What follows belongs to an exercise in optimizing a design on an open flow for small area; a production flow would make more cautious choices. Function was not checked in any run shown here: the RTL went through the layout flow alone. Power is estimated from default activity; no workload was simulated.

--- flow/run.sh ---
#!/bin/bash
# synth_recipe.tcl (not shown) runs the flow's synth.tcl, then flattens the netlist and writes it again
# the make line also repeats each setting of config.mk as NAME=value (left out here)
make -C /OpenROAD-flow-scripts/flow DESIGN_CONFIG=/design/flow/config.mk WORK_HOME=/design/flow/orfs CLKGATE_MAP_FILE= SYNTH_SCRIPT=/design/flow/synth_recipe.tcl finish
--- flow/config.mk ---
export PLATFORM = sky130hd
export DESIGN_NAME = mips_cpu_bus
export DESIGN_NICKNAME = mips_cpu_bus
export VERILOG_FILES = /design/flow/design.v
export SDC_FILE = /design/flow/constraint.sdc
export NUM_CORES = 4
export LEC_CHECK = 0
export CAP_MARGIN = 40
export CORE_MARGIN = 2
export CORE_UTILIZATION = 40
export CTS_CLUSTER_DIAMETER = 100
export CTS_CLUSTER_SIZE = 24
export SLEW_MARGIN = 40
--- flow/constraint.sdc ---
create_clock -name core_clock -period 15.0 [get_ports {clk}]
set_input_delay 3.0000 -clock core_clock [delete_from_list [all_inputs] [get_ports {clk}]]
set_output_delay 3.0000 -clock core_clock [all_outputs]
set_load 0.01 [all_outputs]
--- flow/design.v ---
`default_nettype none
module mips_cpu_bus (
    input  logic        clk,
    input  logic        rst_n,
    output logic        active,
    output logic [31:0] register_v0,
    input  logic        waitrequest,
    input  logic [31:0] readdata,
    output logic [31:0] address,
    output logic        write,
    output logic        read,
    output logic [31:0] writedata,
    output logic [3:0]  byteenable
);
    localparam logic [2:0] W_INIT = 3'd0,   
                           W_EXEC = 3'd1,   
                           W_EX2  = 3'd2,   
                           W_IDLF = 3'd3,   
                           W_IDLM = 3'd4,   
                           W_HALT = 3'd5;
    localparam logic [4:0] O_NOP   = 5'd0,
                           O_ADDU  = 5'd1,  O_SUBU = 5'd2,  O_AND  = 5'd3,  O_OR   = 5'd4,
                           O_XOR   = 5'd5,  O_ADDIU = 5'd6, O_ANDI = 5'd7,  O_ORI  = 5'd8,
                           O_XORI  = 5'd9,  O_LUI  = 5'd10, O_JAL  = 5'd11, O_J    = 5'd12,
                           O_JR    = 5'd13, O_BEQ  = 5'd14, O_BNE  = 5'd15, O_SW   = 5'd16,
                           O_LW    = 5'd17, O_SLT  = 5'd18, O_SLTU = 5'd19, O_SLL  = 5'd20,
                           O_SRL   = 5'd21, O_SRA  = 5'd22;
    localparam logic [31:0] RESET_VEC = 32'hBFC0_0000;
    logic [3:0]  ph;
    logic [2:0]  win;
    logic [31:0] regs [1:31];
    logic [31:0] pc, a, d;
    logic [4:0]  op, rs, rt, wa, sh;
    logic        c_alu, c_pc;    
    logic        fl;             
    logic        sgn;            
    logic [4:0] op_f, wa_f;
    logic [5:0] opc, fn;
    always_comb begin
        opc  = readdata[31:26];
        fn   = readdata[5:0];
        op_f = O_NOP;
        wa_f = readdata[20:16];   
        case (opc)
            6'h00: begin
                wa_f = readdata[15:11];   
                case (fn)
                    6'h00: op_f = O_SLL;
                    6'h02: op_f = O_SRL;
                    6'h03: op_f = O_SRA;
                    6'h08: if (readdata[20:16] == 5'd0) op_f = O_JR;
                    6'h21: op_f = O_ADDU;
                    6'h23: op_f = O_SUBU;
                    6'h24: op_f = O_AND;
                    6'h25: op_f = O_OR;
                    6'h26: op_f = O_XOR;
                    6'h2a: op_f = O_SLT;
                    6'h2b: op_f = O_SLTU;
                    default: ;
                endcase
            end
            6'h02: op_f = O_J;
            6'h03: begin op_f = O_JAL; wa_f = 5'd31; end
            6'h04: op_f = O_BEQ;
            6'h05: op_f = O_BNE;
            6'h09: op_f = O_ADDIU;
            6'h0c: op_f = O_ANDI;
            6'h0d: op_f = O_ORI;
            6'h0e: op_f = O_XORI;
            6'h0f: op_f = O_LUI;
            6'h23: op_f = O_LW;
            6'h2b: op_f = O_SW;
            default: ;
        endcase
    end
    logic i_addu, i_subu, i_and, i_or, i_xor, i_addiu, i_andi, i_ori, i_xori, i_lui;
    logic i_jal, i_j, i_jr, i_beq, i_bne, i_sw, i_lw, i_slt, i_sltu, i_sll, i_srl, i_sra;
    assign i_addu  = op == O_ADDU;
    assign i_subu  = op == O_SUBU;
    assign i_and   = op == O_AND;
    assign i_or    = op == O_OR;
    assign i_xor   = op == O_XOR;
    assign i_addiu = op == O_ADDIU;
    assign i_andi  = op == O_ANDI;
    assign i_ori   = op == O_ORI;
    assign i_xori  = op == O_XORI;
    assign i_lui   = op == O_LUI;
    assign i_jal   = op == O_JAL;
    assign i_j     = op == O_J;
    assign i_jr    = op == O_JR;
    assign i_beq   = op == O_BEQ;
    assign i_bne   = op == O_BNE;
    assign i_sw    = op == O_SW;
    assign i_lw    = op == O_LW;
    assign i_slt   = op == O_SLT;
    assign i_sltu  = op == O_SLTU;
    assign i_sll   = op == O_SLL;
    assign i_srl   = op == O_SRL;
    assign i_sra   = op == O_SRA;
    logic i_shift, i_setlt, i_branch, i_mem, i_sub, i_imm, i_w1, i_w2;
    assign i_shift  = i_sll || i_srl || i_sra;
    assign i_setlt  = i_slt || i_sltu;
    assign i_branch = i_beq || i_bne;
    assign i_mem    = i_lw || i_sw;
    assign i_sub    = i_subu || i_setlt;
    assign i_imm    = i_addiu || i_andi || i_ori || i_xori || i_mem;
    assign i_w1     = i_addu || i_subu || i_and || i_or || i_xor ||
                      i_addiu || i_andi || i_ori || i_xori || i_lui || i_jal;
    assign i_w2     = i_lw || i_shift || i_setlt;
    logic last;
    assign last = (ph == 4'd15);
    logic [1:0] imm_s;    
    logic [1:0] lui_s;    
    logic [1:0] tgt_s;    
    assign imm_s = (ph < 4'd8) ? d[1:0] : {2{sgn && (i_addiu || i_mem)}};
    assign lui_s = (ph < 4'd8) ? 2'b00 : d[17:16];
    assign tgt_s = d[31:30];
    logic [1:0] rs_b, rt_b;
    always_comb begin
        rs_b = 2'b00;
        rt_b = 2'b00;
        for (int r = 1; r < 32; r++) begin
            if (rs == 5'(r)) rs_b = regs[r][1:0];
            if (rt == 5'(r)) rt_b = regs[r][1:0];
        end
    end
    logic [1:0] op_b, b_x, sum, res;
    logic       cin, c1, cout;
    assign op_b = i_lui ? lui_s : (i_imm ? imm_s : rt_b);
    assign b_x  = i_sub ? ~op_b : op_b;
    assign cin  = (ph == 4'd0) ? i_sub : c_alu;
    assign sum[0] = rs_b[0] ^ b_x[0] ^ cin;
    assign c1     = (rs_b[0] & b_x[0]) | (cin & (rs_b[0] ^ b_x[0]));
    assign sum[1] = rs_b[1] ^ b_x[1] ^ c1;
    assign cout   = (rs_b[1] & b_x[1]) | (c1 & (rs_b[1] ^ b_x[1]));
    always_comb begin
        if (i_and || i_andi)      res = rs_b & op_b;
        else if (i_or || i_ori)   res = rs_b | op_b;
        else if (i_xor || i_xori) res = rs_b ^ op_b;
        else if (i_lui)           res = op_b;
        else                      res = sum;
    end
    logic lt;
    assign lt = i_sltu ? !cout : ((rs_b[1] != rt_b[1]) ? rs_b[1] : sum[1]);
    logic neq;
    assign neq = ((ph != 4'd0) && fl) || (rs_b != rt_b);
    logic taken;
    assign taken = i_beq ? !neq : neq;
    logic [1:0] pc_op, pcs;
    logic       pcin, pc1, pcout;
    always_comb begin
        pc_op = 2'b00;
        if (win == W_EXEC && ph == 4'd1) pc_op = 2'b01;
        if (win == W_EX2 && i_branch) begin
            if (ph == 4'd0)      pc_op = 2'b00;
            else if (ph <= 4'd8) pc_op = tgt_s;
            else                 pc_op = {2{sgn}};
        end
    end
    assign pcin   = (ph == 4'd0) ? 1'b0 : c_pc;
    assign pcs[0] = pc[0] ^ pc_op[0] ^ pcin;
    assign pc1    = (pc[0] & pc_op[0]) | (pcin & (pc[0] ^ pc_op[0]));
    assign pcs[1] = pc[1] ^ pc_op[1] ^ pc1;
    assign pcout  = (pc[1] & pc_op[1]) | (pc1 & (pc[1] ^ pc_op[1]));
    logic [1:0] npc;
    always_comb begin
        if (win == W_INIT)                        npc = RESET_VEC[2*ph +: 2];
        else if (win == W_EXEC && (i_j || i_jal)) npc = (ph >= 4'd14) ? pcs :
                                                        (ph == 4'd0) ? 2'b00 : tgt_s;
        else if (win == W_EXEC && i_jr)           npc = rs_b;
        else                                      npc = pcs;
    end
    logic [1:0] sh_res;
    logic [5:0] src0, src1;   
    logic [4:0] tap0, tap1;
    always_comb begin
        if (i_sll) begin
            src0 = {1'b0, ph, 1'b0} - {1'b0, sh};
            src1 = {1'b0, ph, 1'b1} - {1'b0, sh};
            tap0 = 5'd0 - sh;
        end else begin
            src0 = {1'b0, ph, 1'b0} + {1'b0, sh};
            src1 = {1'b0, ph, 1'b1} + {1'b0, sh};
            tap0 = sh;
        end
        tap1 = tap0 + 5'd1;
        sh_res[0] = src0[5] ? (i_sra && fl) : d[tap0];
        sh_res[1] = src1[5] ? (i_sra && fl) : d[tap1];
    end
    logic       wr;
    logic [1:0] wd;
    always_comb begin
        wr = 1'b0;
        wd = res;
        case (win)
            W_INIT: begin wr = 1'b1; wd = 2'b00; end
            W_EXEC: begin
                wr = i_w1;
                wd = i_jal ? pcs : res;
            end
            W_EX2: begin
                wr = i_w2;
                if (i_lw)         wd = d[1:0];
                else if (i_shift) wd = sh_res;
                else              wd = {1'b0, fl && ph == 4'd0};
            end
            default: ;
        endcase
    end
    logic [1:0] r_in [1:31];
    always_comb begin
        for (int r = 1; r < 32; r++) begin
            if (win == W_INIT || (wr && wa == 5'(r))) r_in[r] = wd;
            else                                       r_in[r] = regs[r][1:0];
        end
    end
    always_ff @(posedge clk) begin
        for (int r = 1; r < 32; r++) regs[r] <= {r_in[r], regs[r][31:2]};
    end
    logic [1:0] a_in, d_in;
    always_comb begin
        if (win == W_EXEC && i_mem) a_in = sum;
        else if (win == W_IDLM)     a_in = a[1:0];
        else                        a_in = npc;
        if (win == W_EXEC && (i_sw || i_shift)) d_in = rt_b;
        else                                    d_in = d[1:0];
    end
    localparam logic [1:0] A_NONE = 2'd0, A_FETCH = 2'd1, A_LOAD = 2'd2, A_STORE = 2'd3;
    logic [1:0] acc;
    always_comb begin
        case (win)
            W_INIT, W_EX2, W_IDLF: acc = A_FETCH;
            W_EXEC: begin
                if (i_lw)                                          acc = A_LOAD;
                else if (i_sw)                                     acc = A_STORE;
                else if (i_shift || i_setlt || (i_branch && taken)) acc = A_NONE;
                else                                               acc = A_FETCH;
            end
            W_IDLM:  acc = i_lw ? A_LOAD : A_STORE;
            default: acc = A_NONE;
        endcase
    end
    logic [31:0] addr_w;
    logic        at_zero;
    assign addr_w  = {a_in, a[31:2]};
    assign at_zero = (addr_w == 32'd0);
    assign address    = addr_w;
    assign writedata  = {d_in, d[31:2]};
    assign byteenable = 4'b1111;
    assign read       = last && ((acc == A_FETCH && !at_zero) || acc == A_LOAD);
    assign write      = last && (acc == A_STORE);
    logic done;   
    assign done = (read || write) && !waitrequest;
    logic [2:0] win_n;
    always_comb begin
        win_n = win;
        if (last) begin
            case (acc)
                A_FETCH: win_n = at_zero ? W_HALT : (done ? W_EXEC : W_IDLF);
                A_LOAD, A_STORE: win_n = done ? W_EX2 : W_IDLM;
                default: win_n = (win == W_HALT) ? W_HALT : W_EX2;
            endcase
        end
    end
    logic fetched;
    assign fetched = last && acc == A_FETCH && done;
    always_ff @(posedge clk) begin
        pc <= {npc, pc[31:2]};
        a  <= {a_in, a[31:2]};
        if (last && done && read) d <= readdata;   
        else                      d <= {d_in, d[31:2]};
        if (fetched) begin
            op <= op_f;
            rs <= readdata[25:21];
            rt <= readdata[20:16];
            wa <= wa_f;
            sh <= readdata[10:6];
        end
        c_alu <= cout;
        c_pc  <= pcout;
        if (ph == 4'd7) sgn <= d[1];
        if (win == W_EXEC) begin
            if (i_branch)               fl <= neq;
            else if (last && i_setlt)   fl <= lt;
            else if (last && i_shift)   fl <= rt_b[1];
        end
    end
    always_ff @(posedge clk) begin
        if (!rst_n) begin
            ph          <= 4'd0;
            win         <= W_INIT;
            active      <= 1'b0;
            register_v0 <= 32'd0;
        end else begin
            ph     <= ph + 4'd1;
            win    <= win_n;
            active <= (win_n != W_HALT);
            if (last) register_v0 <= {r_in[5'd2], regs[5'd2][31:2]};
        end
    end
endmodule
`default_nettype wire
==> results.yml, run 1 <==
worst_setup_path:
  critPathSlowestCell: "edfxtp_1"
  cp.required_ns: 12.00
  start_kind: "register"
  crit_fanout: 17
  crit_type: "reg2out"
  arrival_ns: 5.96
  slowest_delay_ns: 0.75
  worst_setup_path_end_kind: "output port"
  crit_path_cell_trace: "mux2_2 -> a221oi_1 -> or3_1 -> a41oi_1 -> nor3_1 -> a221o_1 -> nand2_1 -> xor2_1 -> fa_1 -> fa_1 -> inv_1 -> a21oi_1 -> nor4_1 -> nor4_1 -> o31ai_1 -> a21oi_1 -> clkdlybuf4s50_1"
grt:
  gr-total-overflow: 0
  grt_pass1_wl_mm: 86.8
  grt_pass1_vias: 15000
  grt_max_degree: 44
  antenna_found_initial: 3
  track_usage: 0.142
timing:
  setup_violations: 0
  tightest_slew_ns: 0.841
  fin_setup_tns_ns: 0
  final_max_slew_viol_count: 0
  period_minus_slack_ns: 8.96
  relSlewSlack: 0.435
  skew_ns: 0.0279
  worst_slack_ns: 6.04
  hold_ws_ns: 0.303
  post-route-period-util: 0.597
  hold_viol: 0
  rsz0062_at_grt: "false"
  fmax_ghz: 0.112
logic_synthesis:
  ys_seq_area_frac: 0.765
  netlist_area_sq_um: 30600
  synth.yosys.warnings: 3
  async_reset_ff_frac: 0
  ys_ff_latch: 1157
  synth_cell_types: 80
  synthFlopType: "dfxtp_1"
  syn_avg_cell_area_sq_um: 13.8
  synth_edf_count: 27
  syn_inst: 2215
drt:
  post_drt_wl_per_cell_microns: 17.3
  ant_nets: 0
  drc_errors: 0
  vias_per_cell: 4.67
  wirelength_mm: 56.6
  drtPass1Iterations: 5
  drt_iter0_markers: 907
  num_vias: 15300
status:
  status: "finished clean"
floorplan:
  die_h_microns: 281
  start_util: 0.404
  rows: 101
  core_sq_um: 75800
  die-area_sq_um: 78800
  io_pins: 138
  dieWidth_microns: 281
hold_path:
  hold_path_class: "reg2reg"
layout:
  fin_area_sq_um: 34100
  final_net_count: 2338
  fin_util: 0.449
  area_growth_pct: 11.3
  drive_above_1_share: 0.0970
placement:
  gp_congestion: 0.851
  pre_cts_ws_ns: 6.67
  place_area_sq_um: 32600
  port_buffers: 133
  dp_hpwl_mm: 39.1
clocking:
  clk_pin_slew_worst_paths_ns: 0.09
  cts_root_buf: "clkbuf_16"
  cts-htree-levels: 2
  ctsResizeCount: 0
  cts_hold_buf: 0
  insertion_delay_ns: 0.63
  cts_tree: "built"
  cts_setup_buffers: 0
  clockBufferDepth: 3
  cts_made_buffers: 54
  cts_sinks: 1157
power:
  ir_worst_vdd_mv: 0.0926
  power_leakage_nw: 13.1
  p_per_area_nw_per_um2: 138
run:
  maxCapViolCount: 0
[state kept, by name, indices dropped and copies added (netlist names), 3 cells and up]
register,flops
op,5
sh,5
register_v0,32
regs,992
win,3
rt,5
wa,5
d,32
ph,4
pc,32
rs,5
a,32
[metrics by stage]
| stage | std cells | power, mW |
|---|---|---|
| finish | 3270 | 4.71 |
| CTS | 3267 | 4.77 |
| global route | 3267 | 4.89 |
| detailed placement | 3201 | 3.23 |
| global placement | 3198 | 3.23 |
| floorplan | 2218 | 3.20 |
[synthesized netlist by cell type, types with 18 or more instances]
library cell	n	share of area
o21ai_0	42	0.0069
mux2_2	108	0.040
nand2_1	139	0.017
nor4_1	18	0.0037
edfxtp_1	27	0.026
nor2_1	67	0.0082
ha_1	20	0.0082
nand3_1	29	0.0047
mux4_2	19	0.014
inv_1	47	0.0058
a21oi_1	100	0.016
dfxtp_1	1130	0.74
nor3_1	29	0.0047
clkbuf_1	65	0.0080
buf_4	65	0.016
a31oi_1	24	0.0049
nor2b_1	18	0.0037
mux2i_1	35	0.011
[path summary, 6_finish.rpt]
| path | startpoint | to | slack, ns | cells past startpoint |
|---|---|---|---|---|
| setup reg to reg | rt[2] | regs[28][31] | 9.17 | 20 |
| hold reg to reg | regs[8][7] | regs[8][5] | 0.30 | 0 |
| hold / removal | regs[8][7] | regs[8][5] | 0.30 | 0 |
| setup / recovery | rt[2] | read | 6.04 | 17 |
[critical path: cells and delay by family, from the launching register on]
family / cells / cell delay [ns]
simple gates: 5 / 1.27
compound gates: 6 / 1.10
fa+ha+maj: 2 / 0.93
flops: 1 / 0.75
buf+inv: 2 / 0.66
mux: 1 / 0.41
xor+xnor: 1 / 0.19
[cells in the final DEF (no fill, tap or decap), types with 26 or more instances in the layout]
| cell | Yosys | final |
|---|---|---|
| a21oi_1 | 100 | 100 |
| clkbuf_16 | 0 | 55 |
| clkdlybuf4s50_1 | 0 | 133 |
| dfxtp_1 | 1130 | 1130 |
| edfxtp_1 | 27 | 27 |
| inv_1 | 47 | 47 |
| mux2_2 | 108 | 108 |
| mux2i_1 | 35 | 35 |
| nand2_1 | 139 | 139 |
| nand3_1 | 29 | 29 |
| nor2_1 | 67 | 67 |
| nor3_1 | 29 | 26 |
| o21ai_0 | 42 | 42 |
[layout make-up]
class	count	area, sq um
diodes	3	7.51
clock buffers	62	1410
clock inverters	4	85.1
fillers	6791	41700
inverters	48	181
multi-input cells	869	6260
flip-flops and latches	1157	23400
well taps	978	1220
repair buffers	149	1470
[metal layers]
layer | GRT usage | share of wire | wire length (microns) | vias to the layer above
li1 | - | - | - | 7505
met2 | 0.218 | 0.44 | 24600 | 342
met4 | 0.0406 | 0.023 | 1280 | 2
met3 | 0.0273 | 0.048 | 2710 | 84
met5 | 0 | 0.00025 | 14 | -
met1 | 0.205 | 0.49 | 27900 | 7351
[cell families after synthesis]
logic type                 share of synthesized area
AOI/OAI and AO/OA                             0.0581
xor gates and xnor gates                     0.00482
adders and majority gates                     0.0108
buffers and inverters                         0.0320
DFF                                            0.765
muxes                                         0.0682
other                                       0.000122
and+or+nand+nor                               0.0606
[report_power, final]
group / internal [mW] / leakage, nW / switching, mW
clock network: 0.675 / 0.726 / 0.877
logic: 0.0328 / 3.00 / 0.0306
registers: 3.09 / 9.35 / 0.0116
total: 3.79 / 13.1 / 0.919
==> run 2, diff against run 1 <==
--- a/flow/config.mk
+++ b/flow/config.mk
@@ -8,6 +8,6 @@
 export CAP_MARGIN = 40
 export CORE_MARGIN = 2
-export CORE_UTILIZATION = 40
+export CORE_UTILIZATION = 60
 export CTS_CLUSTER_DIAMETER = 100
-export CTS_CLUSTER_SIZE = 24
+export CTS_CLUSTER_SIZE = 30
 export SLEW_MARGIN = 40
==> run 2 against run 1 <==
Against the previous run: worst hold slack better by 0.0053 ns; first-iteration DRC count grew 20%; non-clock buffer count fell by 1; critical path depth did not move; register-to-register slack worse by 0.12 ns; clock power is 8% lower; sequential power is essentially flat; highest routed layer is now met4; total power down 2.6%; sequential share of layout area rose by 1.3 points; wire length is 3.3% higher; sequential cell count unchanged.
==> results.yml, run 2 <==
status:
  status: "finished clean"
clocking:
  cts_setup_buffers: 0
  insertion_delay_ns: 0.63
  cts_hold_buf: 0
  cts_tree: "built"
  cts_made_buffers: 45
  ctsResizeCount: 0
  clk_pin_slew_worst_paths_ns: 0.11
  cts_root_buf: "clkbuf_16"
  cts_sinks: 1157
  clockBufferDepth: 3
  cts-htree-levels: 2
floorplan:
  rows: 82
  start_util: 0.609
  core_sq_um: 50300
  die-area_sq_um: 52800
  io_pins: 138
  die_h_microns: 230
  dieWidth_microns: 230
timing:
  skew_ns: 0.0470
  hold_viol: 0
  worst_slack_ns: 5.98
  hold_ws_ns: 0.309
  fin_setup_tns_ns: 0
  tightest_slew_ns: 0.799
  rsz0062_at_grt: "false"
  relSlewSlack: 0.463
  period_minus_slack_ns: 9.02
  post-route-period-util: 0.601
  final_max_slew_viol_count: 0
  fmax_ghz: 0.111
  setup_violations: 0
logic_synthesis:
  synth_xor_area_frac: 0.00482
  async_reset_ff_frac: 0
  synth_cell_types: 80
  muxShareOfSynthArea: 0.0682
  yosys.area_share.simple: 0.0606
  syn_avg_cell_area_sq_um: 13.8
  synth_top_area_frac: 0.739
  netlist_area_sq_um: 30600
  yosysTopAreaCell: "dfxtp_1"
  synth_top_family_by_area: "multiplexers"
  synth.yosys.warnings: 3
  syn_inst: 2215
  synth_edf_count: 27
  synth_fa_ha_area_frac: 0.0108
  ys_seq_area_frac: 0.765
  synth_common_cells: "dfxtp_1, nand2_1, mux2_2"
  synth.area.top_cells: "dfxtp_1, mux2_2, edfxtp_1, nand2_1, a21oi_1"
  synth_compound_area_frac: 0.0581
  synthFlopType: "dfxtp_1"
  synth.most_common_cell: "dfxtp_1"
  ys_ff_latch: 1157
worst_setup_path:
  timing.critical_path.from: "rt[2]"
  crit_path_cell_trace: "mux2_2 -> a221oi_1 -> or3_1 -> a41oi_1 -> nor3_1 -> a221o_1 -> nand2_1 -> xor2_1 -> fa_1 -> fa_1 -> inv_1 -> a21oi_1 -> nor4_1 -> nor4_1 -> o31ai_1 -> a21oi_1 -> clkdlybuf4s50_1"
  crit_fanout: 17
  cp.required_ns: 12.00
  reg2reg_from: "rt[2]"
  worst_setup_path_end_kind: "output port"
  r2r_cells: 17
  reg2reg_to: "rs[0]"
  crit_type: "reg2out"
  endpoint: "read"
  slowest_delay_ns: 0.78
  arrival_ns: 6.02
  reg2reg_slack_ns: 9.05
  start_kind: "register"
  critPathSlowestCell: "edfxtp_1"
hold_path:
  hold_path_class: "reg2reg"
placement:
  dp_hpwl_mm: 39.6
  pre_cts_ws_ns: 6.68
  port_buffers: 133
  gp_congestion: 0.911
layout:
  layout_commonest_cell: "dfxtp_1"
  multi_input_area_sq_um: 6260
  final_net_count: 2328
  seq_area_sq_um: 23400
  layout_common_cells: "dfxtp_1, nand2_1, clkdlybuf4s50_1"
  area_growth_pct: 9.16
  drive_above_1_share: 0.0939
  largest_register_ffs: 992
  fill_cells: 3558
  top_register: "regs"
drt:
  wirelength_mm: 58.4
  drtPass1Iterations: 5
  ant_nets: 0
  num_vias: 15500
  drc_errors: 0
  vias_per_cell: 5.25
  post_drt_wl_per_cell_microns: 19.8
  drt_iter0_markers: 1086
run:
  maxCapViolCount: 0
grt:
  grt_use_met2: 0.352
  track_usage: 0.222
  use_met3: 0.0293
  grt_max_degree: 44
  grt_pass1_vias: 15600
  grt_util_met1: 0.319
  antenna_found_initial: 2
  gr-total-overflow: 0
  top_usage_layer: "met2"
  grt_pass1_wl_mm: 90.3
power:
  p_per_area_nw_per_um2: 137
  ir_worst_vdd_mv: 0.126
  power_leakage_nw: 13.0
[run 2: cell types whose count changed in the layout (fill, tap and decap cells not counted), sizes merged]
cell and change:
buf -1, diode -2, clkbuf -13, clkinv -2
inv +5
[run 2: cells by family after synthesis]
group,after synthesis
AO/OA/AOI/OAI,277
AND/OR/NAND/NOR,382
flip-flops,1157
XOR/XNOR,16
multiplexers,166
adder cells (fa/ha/maj),24
other,1
buffers and inverters,192
[run 2: critical path: cells and delay by family (launching register included)]
kind,cells,cell delay [ns]
AOI/OAI and AO/OA,6,1.07
xor gates and xnor gates,1,0.19
adders and majority gates,2,0.91
buffers and inverters,2,0.64
DFF,1,0.78
muxes,1,0.41
and+or+nand+nor,5,1.38
[run 2: where the power goes]
part	internal (mW)	leakage [nW]	total, mW	switching (mW)
Sequential	3.09	9.35	3.10	0.0113
Combinational	0.0326	3.00	0.0637	0.0310
Clock	0.562	0.604	1.43	0.867
Total	3.68	13.0	4.59	0.909
[run 2: routing by layer]
| metal | vias to the layer above | part of all wire |
|---|---|---|
| met1 | 7456 | 0.47 |
| met4 | 0 | 0.031 |
| met3 | 111 | 0.042 |
| met5 | - | 0 |
| li1 | 7493 | - |
| met2 | 429 | 0.45 |
[run 2: cell type report]
cell class,count,share of cell area
timing repair buffer,148,0.0439
tap,672,0.0252
clock buffer,49,0.0341
clock inverter,7,0.00277
sequential,1157,0.701
multi-input combinational,869,0.187
antenna,1,0.0000749
inverter,48,0.00543
[run 2: worst min-delay path by stage]
stage	startpoint	endpoint	slack (ns)	cells after the start
floorplan	pc[2]	pc[0]	0.31	0
global placement	regs[31][22]	regs[31][20]	0.31	0
detailed placement	regs[11][6]	regs[11][4]	0.31	0
CTS	regs[22][5]	regs[22][3]	0.31	0
global route	regs[21][24]	regs[21][22]	0.32	0
finish	regs[22][5]	regs[22][3]	0.31	0
[run 2: per-stage QoR]
stage               cell area [sq um]  instances  utilization  power, mW
detailed placement              32200       2894        0.640       3.23
floorplan                       30600       2218            -       3.20
finish                          33400       2951        0.665       4.59
global placement                32100       2889        0.638       3.23
CTS                             33400       2950        0.664       4.63
global route                    33400       2950        0.665       4.74
==> run 3, diff against run 2 <==
--- a/flow/design.v
+++ b/flow/design.v
@@ -18,5 +18,6 @@
                            W_IDLF = 3'd3,   
                            W_IDLM = 3'd4,   
-                           W_HALT = 3'd5;
+                           W_HALT = 3'd5,
+                           W_EX3  = 3'd6;   
     localparam logic [4:0] O_NOP   = 5'd0,
                            O_ADDU  = 5'd1,  O_SUBU = 5'd2,  O_AND  = 5'd3,  O_OR   = 5'd4,
@@ -116,13 +117,13 @@
     assign lui_s = (ph < 4'd8) ? 2'b00 : d[17:16];
     assign tgt_s = d[31:30];
-    logic [1:0] rs_b, rt_b;
+    logic [1:0]  rs_b, rt_b;
+    logic [63:0] bot;   
     always_comb begin
-        rs_b = 2'b00;
-        rt_b = 2'b00;
-        for (int r = 1; r < 32; r++) begin
-            if (rs == 5'(r)) rs_b = regs[r][1:0];
-            if (rt == 5'(r)) rt_b = regs[r][1:0];
-        end
+        bot[1:0] = 2'b00;
+        for (int r = 1; r < 32; r++) bot[2*r +: 2] = regs[r][1:0];
+        bot[2*5'd2 +: 2] = register_v0[2*ph +: 2];   
     end
+    assign rs_b = bot[2*rs +: 2];
+    assign rt_b = bot[2*rt +: 2];
     logic [1:0] op_b, b_x, sum, res;
     logic       cin, c1, cout;
@@ -171,21 +172,42 @@
         else                                      npc = pcs;
     end
-    logic [1:0] sh_res;
-    logic [5:0] src0, src1;   
-    logic [4:0] tap0, tap1;
-    always_comb begin
-        if (i_sll) begin
-            src0 = {1'b0, ph, 1'b0} - {1'b0, sh};
-            src1 = {1'b0, ph, 1'b1} - {1'b0, sh};
-            tap0 = 5'd0 - sh;
-        end else begin
-            src0 = {1'b0, ph, 1'b0} + {1'b0, sh};
-            src1 = {1'b0, ph, 1'b1} + {1'b0, sh};
-            tap0 = sh;
+    function automatic logic le4(input logic [3:0] x, input logic [3:0] y);
+        logic gt, eq;
+        gt = 1'b0;
+        eq = 1'b1;
+        for (int i = 3; i >= 0; i--) begin
+            gt = gt | (eq & x[i] & ~y[i]);
+            eq = eq & ~(x[i] ^ y[i]);
+        end
+        le4 = ~gt;
+    endfunction
+    logic [1:0]  sh_res, pair, sh_b;
+    logic [3:0]  sh_t, pidx;
+    logic [4:0]  nsh;
+    logic        sh_c, dly, v0, v1, r0, r1, l0, l1, fill;
+    assign nsh  = ~sh;
+    assign sh_t = sh[4:1] ^ {4{i_sll}};
+    always_comb begin
+        sh_c = i_sll || sh[0];
+        for (int i = 0; i < 4; i++) begin
+            pidx[i] = sh_t[i] ^ sh_c;
+            sh_c    = sh_c & sh_t[i];
         end
-        tap1 = tap0 + 5'd1;
-        sh_res[0] = src0[5] ? (i_sra && fl) : d[tap0];
-        sh_res[1] = src1[5] ? (i_sra && fl) : d[tap1];
     end
+    assign pair = d[2*pidx +: 2];
+    always_comb begin
+        if (!sh[0])                                     sh_b = pair;
+        else if (!i_sll && sh[4:1] == 4'd15 && ph == 4'd0) sh_b = {pair[0], fl};   
+        else                                            sh_b = {pair[0], dly};
+    end
+    assign r0   = le4(ph, nsh[4:1]);
+    assign r1   = r0 & ~(sh[0] & (ph == nsh[4:1]));
+    assign l1   = le4(sh[4:1], ph);
+    assign l0   = l1 & ~(sh[0] & (ph == sh[4:1]));
+    assign v0   = i_sll ? l0 : r0;
+    assign v1   = i_sll ? l1 : r1;
+    assign fill = i_sra && fl;
+    assign sh_res[0] = v0 ? sh_b[0] : fill;
+    assign sh_res[1] = v1 ? sh_b[1] : fill;
     logic       wr;
     logic [1:0] wd;
@@ -208,4 +230,9 @@
         endcase
     end
+    logic wa_v0, v0_ld;
+    assign wa_v0 = (wa == 5'd2);
+    assign v0_ld = last && ((win == W_EXEC && i_w1 && wa_v0) ||
+                            (win == W_EX2 && (i_lw || i_setlt) && wa_v0) ||
+                            (win == W_EX3));
     logic [1:0] r_in [1:31];
     always_comb begin
@@ -220,9 +247,13 @@
     logic [1:0] a_in, d_in;
     always_comb begin
-        if (win == W_EXEC && i_mem) a_in = sum;
-        else if (win == W_IDLM)     a_in = a[1:0];
-        else                        a_in = npc;
-        if (win == W_EXEC && (i_sw || i_shift)) d_in = rt_b;
-        else                                    d_in = d[1:0];
+        if (win == W_EXEC && i_mem)                  a_in = sum;
+        else if (win == W_IDLM)                      a_in = a[1:0];
+        else if (win == W_EX2 && i_shift && wa_v0)   a_in = sh_res;
+        else                                         a_in = npc;
+        if (win == W_EXEC && (i_sw || i_shift))                  d_in = rt_b;
+        else if (win == W_EXEC && i_w1 && !i_jal && !(i_lui && ph < 4'd8)) d_in = wd;
+        else if (win == W_EX2 && i_setlt)                        d_in = wd;
+        else if (win == W_EX3)                                   d_in = a[1:0];
+        else                                                     d_in = d[1:0];
     end
     localparam logic [1:0] A_NONE = 2'd0, A_FETCH = 2'd1, A_LOAD = 2'd2, A_STORE = 2'd3;
@@ -230,5 +261,6 @@
     always_comb begin
         case (win)
-            W_INIT, W_EX2, W_IDLF: acc = A_FETCH;
+            W_INIT, W_IDLF, W_EX3: acc = A_FETCH;
+            W_EX2:   acc = (i_shift && wa_v0) ? A_NONE : A_FETCH;
             W_EXEC: begin
                 if (i_lw)                                          acc = A_LOAD;
@@ -259,5 +291,5 @@
                 A_FETCH: win_n = at_zero ? W_HALT : (done ? W_EXEC : W_IDLF);
                 A_LOAD, A_STORE: win_n = done ? W_EX2 : W_IDLM;
-                default: win_n = (win == W_HALT) ? W_HALT : W_EX2;
+                default: win_n = (win == W_HALT) ? W_HALT : ((win == W_EX2) ? W_EX3 : W_EX2);
             endcase
         end
@@ -278,4 +310,5 @@
         end
         c_alu <= cout;
+        dly   <= pair[1];
         c_pc  <= pcout;
         if (ph == 4'd7) sgn <= d[1];
@@ -296,5 +329,5 @@
             win    <= win_n;
             active <= (win_n != W_HALT);
-            if (last) register_v0 <= {r_in[5'd2], regs[5'd2][31:2]};
+            if (v0_ld) register_v0 <= {d_in, d[31:2]} & {16'hffff, {16{!(win == W_EXEC && i_lui)}}};
         end
     end
--- a/flow/config.mk
+++ b/flow/config.mk
@@ -9,5 +9,5 @@
 export CORE_MARGIN = 2
 export CORE_UTILIZATION = 60
-export CTS_CLUSTER_DIAMETER = 100
-export CTS_CLUSTER_SIZE = 30
+export CTS_CLUSTER_DIAMETER = 60
+export CTS_CLUSTER_SIZE = 32
 export SLEW_MARGIN = 40
==> run 3 against run 2 <==
Against the previous run: total power increased by 1.9%; clock-buffer cell count is 3 higher; clock skew down 0.012 ns; worst hold slack improved by 0.0042 ns; register-to-register slack lost 0.38 ns; area after synthesis shrank 3.5%; critical path depth grew 1.
==> results.yml, run 3 <==
status:
  status: "finished clean"
timing:
  setup_violations: 0
  period_minus_slack_ns: 9.66
  relSlewSlack: 0.461
  tightest_slew_ns: 0.807
  final_max_slew_viol_count: 0
  rsz0062_at_grt: "false"
  post-route-period-util: 0.644
  hold_viol: 0
  fmax_ghz: 0.104
  fin_setup_tns_ns: 0
  skew_ns: 0.0353
  hold_ws_ns: 0.313
worst_setup_path:
  crit_fanout: 24
  cp.required_ns: 12.00
  slowest_delay_ns: 0.70
  cp_num_buf_inv: 2
  crit_family: "compound AO/OA/AOI/OAI gates"
  critPathSlowestCell: "dfxtp_2"
  worst_setup_path_end_kind: "output port"
  crit_type: "reg2out"
  start_kind: "register"
  arrival_ns: 6.66
  crit_path_cell_trace: "mux4_2 -> mux4_2 -> a311oi_1 -> nor4_1 -> nor2_1 -> a221oi_1 -> nor2_1 -> xnor2_1 -> fa_1 -> fa_1 -> inv_1 -> o22ai_1 -> a31o_2 -> o211ai_1 -> a2111oi_1 -> o21bai_2 -> a211oi_1 -> clkdlybuf4s50_1"
grt:
  grt_max_degree: 41
  track_usage: 0.241
  grt_pass1_vias: 14600
  antenna_found_initial: 1
  gr-total-overflow: 0
  grt_pass1_wl_mm: 90.9
clocking:
  cts_setup_buffers: 0
  ctsResizeCount: 0
  cts_root_buf: "clkbuf_16"
  clockBufferDepth: 3
  insertion_delay_ns: 0.63
  cts_sinks: 1126
  cts-htree-levels: 2
  cts_tree: "built"
  cts_made_buffers: 50
  cts_hold_buf: 0
  clk_pin_slew_worst_paths_ns: 0.10
power:
  switching_share: 0.208
  p_per_area_nw_per_um2: 143
  pwr-share-comb: 0.014
  power_frac_seq: 0.646
  switching_power_mw: 0.975
  clkPwrFrac: 0.340
  power_leakage_nw: 12.7
  p_int_mw: 3.70
  ir_worst_vdd_mv: 0.139
drt:
  drt_iter0_markers: 1055
  maxUsedRoutingLayer: "met4"
  drc_errors: 0
  drt-met1-wl_mm: 27.2
  vias_per_cell: 5.21
  ant_nets: 0
  wl_met3_mm: 2.58
  met2_length_mm: 29.5
  drtPass1Iterations: 5
  post_drt_wl_per_cell_microns: 21.9
  wirelength_mm: 60.7
  num_vias: 14500
layout:
  final_net_count: 2143
  fin_cells: 2775
  layout_common_cells: "dfxtp_1, clkdlybuf4s50_1, nand2_1"
  largest_register_ffs: 960
  layout_commonest_cell: "dfxtp_1"
  top_register: "regs"
  area_growth_pct: 10.5
  fin_area_sq_um: 32700
  drive_above_1_share: 0.103
logic_synthesis:
  synthFlopType: "dfxtp_1"
  synth_common_cells: "dfxtp_1, nand2_1, mux2_2"
  netlist_area_sq_um: 29600
  synth.yosys.warnings: 3
  syn_avg_cell_area_sq_um: 14.6
  synth_edf_count: 27
  synth_cell_types: 81
  ys_ff_latch: 1126
  synth.area.top_cells: "dfxtp_1, mux4_2, edfxtp_1, mux2_2, buf_4"
  ys_seq_area_frac: 0.772
  yosysTopAreaCell: "dfxtp_1"
  async_reset_ff_frac: 0
  syn_inst: 2022
  synth.most_common_cell: "dfxtp_1"
  synth_top_area_frac: 0.744
floorplan:
  die-area_sq_um: 51000
  dieWidth_microns: 226
  start_util: 0.606
  rows: 81
  io_pins: 138
  die_h_microns: 226
  core_sq_um: 48700
placement:
  dp_hpwl_mm: 40.7
  place_area_sq_um: 31100
  port_buffers: 133
  gp_congestion: 0.883
  placed_cells: 2698
hold_path:
  hold_path_class: "reg2reg"
run:
  maxCapViolCount: 0
## run 3: path summary, 6_finish.rpt
kind | start | slack, ns | depth (start not counted) | end
min | regs[13][4] | 0.31 | 0 | regs[13][2]
min reg2reg | regs[13][4] | 0.31 | 0 | regs[13][2]
max reg2reg | ph[0] | 8.67 | 19 | d[1]
max | ph[0] | 5.34 | 18 | read
## run 3: stage by stage
step	worst slack (ns)	utilization	power [mW]
6_report	5.34	0.670	4.68
5_1_grt	4.95	0.670	4.82
4_1_cts	5.28	0.669	4.71
3_5_place_dp	5.97	0.637	3.15
3_3_place_gp	5.72	0.637	3.15
2_1_floorplan	7.34	-	3.12
## run 3: power by group through the flow
stage | Sequential (mW) | Combinational [mW] | Clock (mW)
after floorplan | 3.08 | 0.0430 | 0
after global placement | 3.09 | 0.0626 | 0
after detailed placement | 3.09 | 0.0631 | 0
after CTS | 3.02 | 0.0635 | 1.63
after global routing | 3.02 | 0.0682 | 1.73
final | 3.02 | 0.0639 | 1.59
## run 3: layer usage
layer | GRT usage | up-vias
li1 | - | 6923
met1 | 0.332 | 7108
met2 | 0.406 | 351
met3 | 0.0334 | 78
met4 | 0.0609 | 0
met5 | 0 | -
## run 3: layout make-up
cell class	count	area (sq um)
Clock inverter	20	305
Clock buffer	52	1260
Inverter	32	120
Timing Repair Buffer	147	1450
Multi-Input combinational cell	732	5880
Tap cell	664	831
Sequential cell	1126	22800
Fill cell	3275	16100
Antenna cell	2	5.00
## run 3: cell families (layout without fill, tap and decap cells)
kind of cell	Yosys count	in the layout	synth area share
flip-flops	1126	1126	0.772
AND/OR/NAND/NOR	301	301	0.0526
adder cells (fa/ha/maj)	22	22	0.0101
buffers and inverters	167	251	0.0303
AO/OA/AOI/OAI	216	216	0.0504
other	1	6	0.000127
multiplexers	176	176	0.0808
XOR/XNOR	13	13	0.00385

re-timing with driven ports:
No port has a modelled driver above. Below, the same layouts with a new extraction and two added sets of constraints.
Step 1 (the two cells are an assumption about what drives the block):
set clk [get_ports {clk}]
set_driving_cell -lib_cell sky130_fd_sc_hd__clkbuf_16 $clk
set_driving_cell -lib_cell sky130_fd_sc_hd__buf_2 [delete_from_list [all_inputs] $clk]
Step 2, shift: input delay + t, output delay - t, t = (earliest + latest rising clock arrival at the registers) / 2. This alone moves slack from input paths to output paths.
Slacks: ideal ports / drivers / drivers and shift; pairs: ideal ports / drivers.
run | t, ns | slack for setup (ns) | hold slack, ns | latest minus earliest clock arrival (ns) | worst slew at a driven data input, ns
run 1 | 0.682 | 6.040 / 5.977 / 6.659 | 0.303 / 0.303 / 0.303 | 0.030 / 0.030 | 0.07
run 2 | 0.666 | 5.984 / 5.924 / 6.591 | 0.309 / 0.309 / 0.309 | 0.048 / 0.047 | 0.05
run 3 | 0.672 | 5.341 / 5.280 / 5.953 | 0.313 / 0.313 / 0.313 | 0.035 / 0.035 | 0.06
After both steps every run listed still meets setup and hold.
